This is an optimization exercise on Yosys and OpenROAD, whose aim is small area and a short achievable clock period, not a production implementation. Where RTL was checked, it was by simulation tests only, not by an equivalence proof against the original. No driver is modelled on the clock port, so clocking that relies on it looks cheaper here than on a real chip. Power is estimated from default activity; no workload was simulated.

==> flow/design.v <==
`timescale 1ns/1ps
`default_nettype none
module chu_vga_card_flip_core (
    input  logic        clk,
    input  logic        reset_n,
    input  logic [10:0] x,
    input  logic [10:0] y,
    input  logic        cs,
    input  logic        write,
    input  logic [13:0] addr,
    input  logic [31:0] wr_data,
    output logic [31:0] rd_data,
    output logic [13:0] glyph_addr,
    input  logic        glyph_pix,
    input  logic [11:0] si_rgb,
    output logic [11:0] so_rgb
);
    localparam logic [1:0] c_st_idle  = 2'd0;
    localparam logic [1:0] c_st_run   = 2'd1;
    localparam logic [1:0] c_st_clear = 2'd2;
    logic [5:0]  r_code [256];
    logic        r_hid  [256];
    logic        r_wv;        
    logic        r_wc;        
    logic [7:0]  r_wa;
    logic [6:0]  r_wd;
    logic [1:0]  r_state;
    logic [7:0]  r_slot;
    logic [4:0]  r_progress;
    logic        r_frame_cnt;
    logic [1:0]  r_mode;
    logic [11:0] r_fg;
    logic        r_prev_origin;
    logic        r_v1;
    logic [7:0]  r_pslot;
    logic [3:0]  r_yin;
    logic [3:0]  r_xin;
    logic [11:0] r_si1;
    logic [11:0] r_si2;
    logic        w_tile_wr;
    logic        w_reg_wr;
    logic        w_flip_start;
    logic        w_origin;
    logic        w_strobe;
    logic        w_busy;
    logic        w_eng_clear;
    logic [7:0]  w_pix_slot;
    logic [6:0]  w_ent;
    logic        w_reveal;
    logic [5:0]  w_eff_code;
    logic [11:0] w_avg;
    logic [11:0] w_blend;
    assign w_tile_wr    = cs & write & ~addr[13];
    assign w_reg_wr     = cs & write & addr[13];
    assign w_flip_start = w_reg_wr && (addr[2:0] == 3'd2);
    assign w_origin     = (x == 11'd0) && (y == 11'd0);
    assign w_strobe     = w_origin & ~r_prev_origin;
    assign w_busy       = (r_state != c_st_idle);
    assign w_eng_clear  = (r_state == c_st_clear) && !w_tile_wr;
    assign w_pix_slot   = {y[6:4], x[8:4]};
    assign rd_data      = {w_busy, 23'd0, 3'd0, r_progress};
    always_ff @(posedge clk) begin
        r_wv <= w_tile_wr | w_eng_clear;
        r_wc <= w_tile_wr;
        r_wa <= w_tile_wr ? addr[7:0] : r_slot;
        r_wd <= {w_tile_wr & wr_data[8], wr_data[5:0]};
    end
    always_ff @(posedge clk) begin
        if (r_wc) r_code[r_wa] <= r_wd[5:0];
        if (r_wv) r_hid[r_wa]  <= r_wd[6];
    end
    always_ff @(posedge clk or negedge reset_n) begin
        if (!reset_n) begin
            r_mode <= 2'b00;
            r_fg   <= 12'hFFF;
        end else if (w_reg_wr) begin
            case (addr[2:0])
                3'd0:    r_mode <= wr_data[1:0];
                3'd1:    r_fg   <= wr_data[11:0];
                default: ;
            endcase
        end
    end
    always_ff @(posedge clk or negedge reset_n) begin
        if (!reset_n) r_prev_origin <= 1'b0;
        else          r_prev_origin <= w_origin;
    end
    always_ff @(posedge clk or negedge reset_n) begin
        if (!reset_n) begin
            r_state     <= c_st_idle;
            r_slot      <= '0;
            r_progress  <= '0;
            r_frame_cnt <= 1'b0;
        end else begin
            case (r_state)
                c_st_idle: begin
                    if (w_flip_start) begin
                        r_slot      <= wr_data[7:0];
                        r_progress  <= '0;
                        r_frame_cnt <= 1'b0;
                        r_state     <= c_st_run;
                    end
                end
                c_st_run: begin
                    if (w_strobe) begin
                        r_frame_cnt <= ~r_frame_cnt;
                        if (r_frame_cnt) begin
                            r_progress <= r_progress + 5'd1;
                            if (r_progress == 5'd15) r_state <= c_st_clear;
                        end
                    end
                end
                c_st_clear: begin
                    if (w_eng_clear) r_state <= c_st_idle;
                end
                default: r_state <= c_st_idle;
            endcase
        end
    end
    always_ff @(posedge clk or negedge reset_n) begin
        if (!reset_n) begin
            r_v1    <= 1'b0;
            r_pslot <= '0;
            r_yin   <= '0;
            r_xin   <= '0;
            r_si1   <= '0;
        end else begin
            r_v1    <= 1'b1;
            r_pslot <= w_pix_slot;
            r_yin   <= y[3:0];
            r_xin   <= x[3:0];
            r_si1   <= si_rgb;
        end
    end
    assign w_ent      = r_v1 ? {r_hid[r_pslot], r_code[r_pslot]} : 7'd0;
    assign w_reveal   = w_busy && (r_pslot == r_slot) && ({1'b0, r_yin} < r_progress);
    assign w_eff_code = (w_ent[6] && !w_reveal) ? 6'd63 : w_ent[5:0];
    always_ff @(posedge clk or negedge reset_n) begin
        if (!reset_n) begin
            glyph_addr <= '0;
            r_si2      <= '0;
            so_rgb     <= '0;
        end else begin
            glyph_addr <= {w_eff_code, r_yin, r_xin};
            r_si2      <= r_si1;
            so_rgb     <= w_blend;
        end
    end
    for (genvar i = 0; i < 3; i++) begin : g_ch
        logic [4:0] w_sum;
        assign w_sum = {1'b0, r_fg[i*4 +: 4]} + {1'b0, r_si2[i*4 +: 4]};
        assign w_avg[i*4 +: 4] = w_sum[4:1];
    end
    always_comb begin
        w_blend = r_si2;
        case (r_mode)
            2'b01:   w_blend = r_si2;
            2'b10:   if (glyph_pix) w_blend = w_avg;
            default: if (glyph_pix) w_blend = r_fg;
        endcase
    end
endmodule
`default_nettype wire
Settings: LEC_CHECK=0, CAP_MARGIN=20, CORE_MARGIN=2, CORE_UTILIZATION=40, SLEW_MARGIN=20; clock period 10.0 ns.
run.sh (not shown) runs the stock make flow with config.mk's settings and CLKGATE_MAP_FILE= SYNTH_SCRIPT=/design/flow/synth_recipe.tcl, a recipe that flattens the netlist after the stock synthesis.
Rerun with:
SETUP_SLACK_MARGIN = 5   (was not set)
=> Routed wire length stays flat; first-iteration DRC count hardly moves; area after synthesis does not change; clock skew barely changes.
Rerun with:
==> flow/flow/run.sh (new file) <==
#!/bin/bash
set -euo pipefail
cd "$(dirname "$0")/.."
bash standard.sh SETUP_SLACK_MARGIN=6.6 finish > standard_flow.log 2>&1
==> flow/standard.sh (new file) <==
#!/bin/bash
# synth_recipe.tcl (not shown) runs the flow's synth.tcl, then flattens the netlist and writes it again
# the make line also repeats each setting of config.mk as NAME=value (left out here)
make -C /OpenROAD-flow-scripts/flow DESIGN_CONFIG=/design/flow/config.mk WORK_HOME=/design/flow/orfs CLKGATE_MAP_FILE= SYNTH_SCRIPT=/design/flow/synth_recipe.tcl "${@:-finish}"
SETUP_SLACK_MARGIN = not set   (was 5)
removed: flow/run.sh
What happened: Utilization climbs by 0.81 points; total power climbs by 2.6%; clock skew climbs by 0.023 ns; final area climbs by 1.8%; synthesized cell count stays the same; worst setup slack gains 1.3 ns; global-route usage climbs by 0.81 points.

* * *

Another version of the RTL of chu_vga_card_flip_core (not shown whole).
Size in the first run: ~2000 flip-flops, about 140 I/O pins, roughly 72000 µm² of cells after synthesis.
==> flow/config.mk <==
export PLATFORM = sky130hd
export DESIGN_NAME = chu_vga_card_flip_core
export DESIGN_NICKNAME = chu_vga_card_flip_core
export VERILOG_FILES = /design/flow/design.v
export SDC_FILE = /design/flow/constraint.sdc
export NUM_CORES = 4
export LEC_CHECK = 0
export CAP_MARGIN = 20
export CORE_MARGIN = 2
export CORE_UTILIZATION = 50
export CTS_CLUSTER_DIAMETER = 80
export CTS_CLUSTER_SIZE = 30
export PLACE_DENSITY = 0.62
export SLEW_MARGIN = 20
export SYNTH_HIERARCHICAL = 1
==> flow/constraint.sdc <==
create_clock -name core_clock -period 10.0 [get_ports {clk}]
set_input_delay 2.0000 -clock core_clock [delete_from_list [all_inputs] [get_ports {clk}]]
set_output_delay 2.0000 -clock core_clock [all_outputs]
set_load 0.01 [all_outputs]
standard.sh (not shown) runs the stock make flow with config.mk's settings and CLKGATE_MAP_FILE= SYNTH_SCRIPT=/design/flow/synth_recipe.tcl, a recipe that flattens the netlist after the stock synthesis.
==> flow/flow/run.sh <==
#!/bin/bash
set -euo pipefail
cd "$(dirname "$0")/.."
W=$(pwd)
bash standard.sh SETUP_SLACK_MARGIN=6.6 EXTRA_SETUP_MARGIN=6.9 \
  POST_CTS_TCL=$W/flow/post_cts.tcl POST_GLOBAL_ROUTE_TCL=$W/flow/post_grt.tcl \
  finish > standard_flow.log 2>&1
==> flow/flow/post_cts.tcl <==
# Extra timing repair after CTS: same margin idea as SETUP_SLACK_MARGIN, but
# without the cell-footprint restriction, so gates and flip-flops on the
# critical paths can be sized up. Placement is legalised again afterwards.
puts "post-CTS extra repair_timing"
estimate_parasitics -placement
repair_timing -setup -setup_margin $::env(EXTRA_SETUP_MARGIN) -repair_tns 100 -verbose
detailed_placement
check_placement -verbose
report_design_area
==> flow/flow/post_grt.tcl <==
# Extra timing repair after global routing, aimed past the standard margin,
# then the same incremental legalise-and-reroute the standard step uses.
puts "post-GRT extra repair_timing"
estimate_parasitics -global_routing
repair_timing -setup -setup_margin $::env(EXTRA_SETUP_MARGIN) -repair_tns 100 -verbose
global_route -start_incremental
detailed_placement
global_route -end_incremental
estimate_parasitics -global_routing
report_design_area
report_worst_slack -max
Change:
- CORE_UTILIZATION: 50 -> 60
- PLACE_DENSITY: 0.62 -> 0.7
Result: Total power falls by 3.4%; worst setup slack is better by 31 ps; global-route usage rises by 4.5 points; synthesized area is unchanged; final area falls by 1.5%; core utilization rises by 10 points; routed wire length falls by 3.7%.
Change:
==> flow/flow/run.sh (replaced) <==
#!/bin/bash
set -euo pipefail
cd "$(dirname "$0")/.."
bash standard.sh SETUP_SLACK_MARGIN=6.6 finish > standard_flow.log 2>&1
- CORE_UTILIZATION: 60 -> 50
- PLACE_DENSITY: 0.7 -> 0.62
removed: flow/flow/post_cts.tcl
removed: flow/flow/post_grt.tcl
After rerunning: Global-route usage came out lower by 4.6 points. Worst setup slack loses 72 ps. Die area rises by 20%. Utilization goes down by 10 points. Combinational power rises by about 2%. Cell count climbs by 6.4%. Design area climbs by 1.2%. Power grows by 3.4%.

* * *

chu_vga_card_flip_core, a different RTL version from the one above (not shown whole).
For scale: roughly 4000 cells after synthesis, about 1900 flip-flops, about 140 I/O pins, ~0.070 mm^2 of cells after synthesis.
export LEC_CHECK = 0
export CAP_MARGIN = 20
export CORE_MARGIN = 2
export CORE_UTILIZATION = 40
export SLEW_MARGIN = 20
export SYNTH_HIERARCHICAL = 1
create_clock -name core_clock -period 10.0 [get_ports {clk}]
==> flow/flow/run.sh <==
#!/bin/bash
set -euo pipefail
cd "$(dirname "$0")/.."
bash standard.sh SETUP_SLACK_MARGIN=6.6 finish > standard_flow.log 2>&1
==> next run, changes <==
CORE_UTILIZATION = 60   (was 40)
PLACE_DENSITY = 0.7   (was unset)
The changed run ran to the end with no violations; cell count drops by roughly a tenth; core utilization climbs by 22 points; sequential share of layout area climbs by 1.3 points; cell area drops slightly; die area drops by a quarter to a third; sequential power stays flat; hold slack gets better by 0.022 ns; wire length drops by a few percent; via count climbs slightly.
No functional check of the RTL was part of any run of this note.

==> port drivers added, routing unchanged <==
The results above use ideal ports. As a check the final layouts listed here were re-extracted and re-timed, cells and wires unchanged. Step 1: set_driving_cell puts a clkbuf_16 on clk and a buf_2 on each other input, an assumption about the parent block. Step 2, shift: input delay + t, output delay - t, t = (earliest + latest rising clock arrival at the registers) / 2. This alone moves slack from input paths to output paths. Three values: ideal, step 1, step 2; two values: the first two.
run	shift t [ns]	slack for setup (ns)	worst register clock-pin slew, ns
the first run of note 1	0.911	4.876 / 4.876 / 4.876	0.07 / 0.07
the second run of note 1	0.909	5.093 / 5.093 / 5.093	0.07 / 0.07
the third run of note 1	0.903	6.398 / 6.314 / 5.728	0.07 / 0.07
the first run of note 2	0.814	6.561 / 6.480 / 6.096	0.12 / 0.12
the second run of note 2	0.776	6.591 / 6.510 / 6.199	0.11 / 0.11
the third run of note 2	0.811	6.519 / 6.490 / 5.860	0.12 / 0.12
the first run of note 3	0.887	6.405 / 6.405 / 5.907	0.07 / 0.07
the second run of note 3	0.854	6.427 / 6.427 / 5.842	0.07 / 0.07
After both steps setup and hold are still met in every run listed. The setup slack of the third run of note 1, which loses most, moves by -0.084 ns with the drivers and by -0.670 ns with both steps.
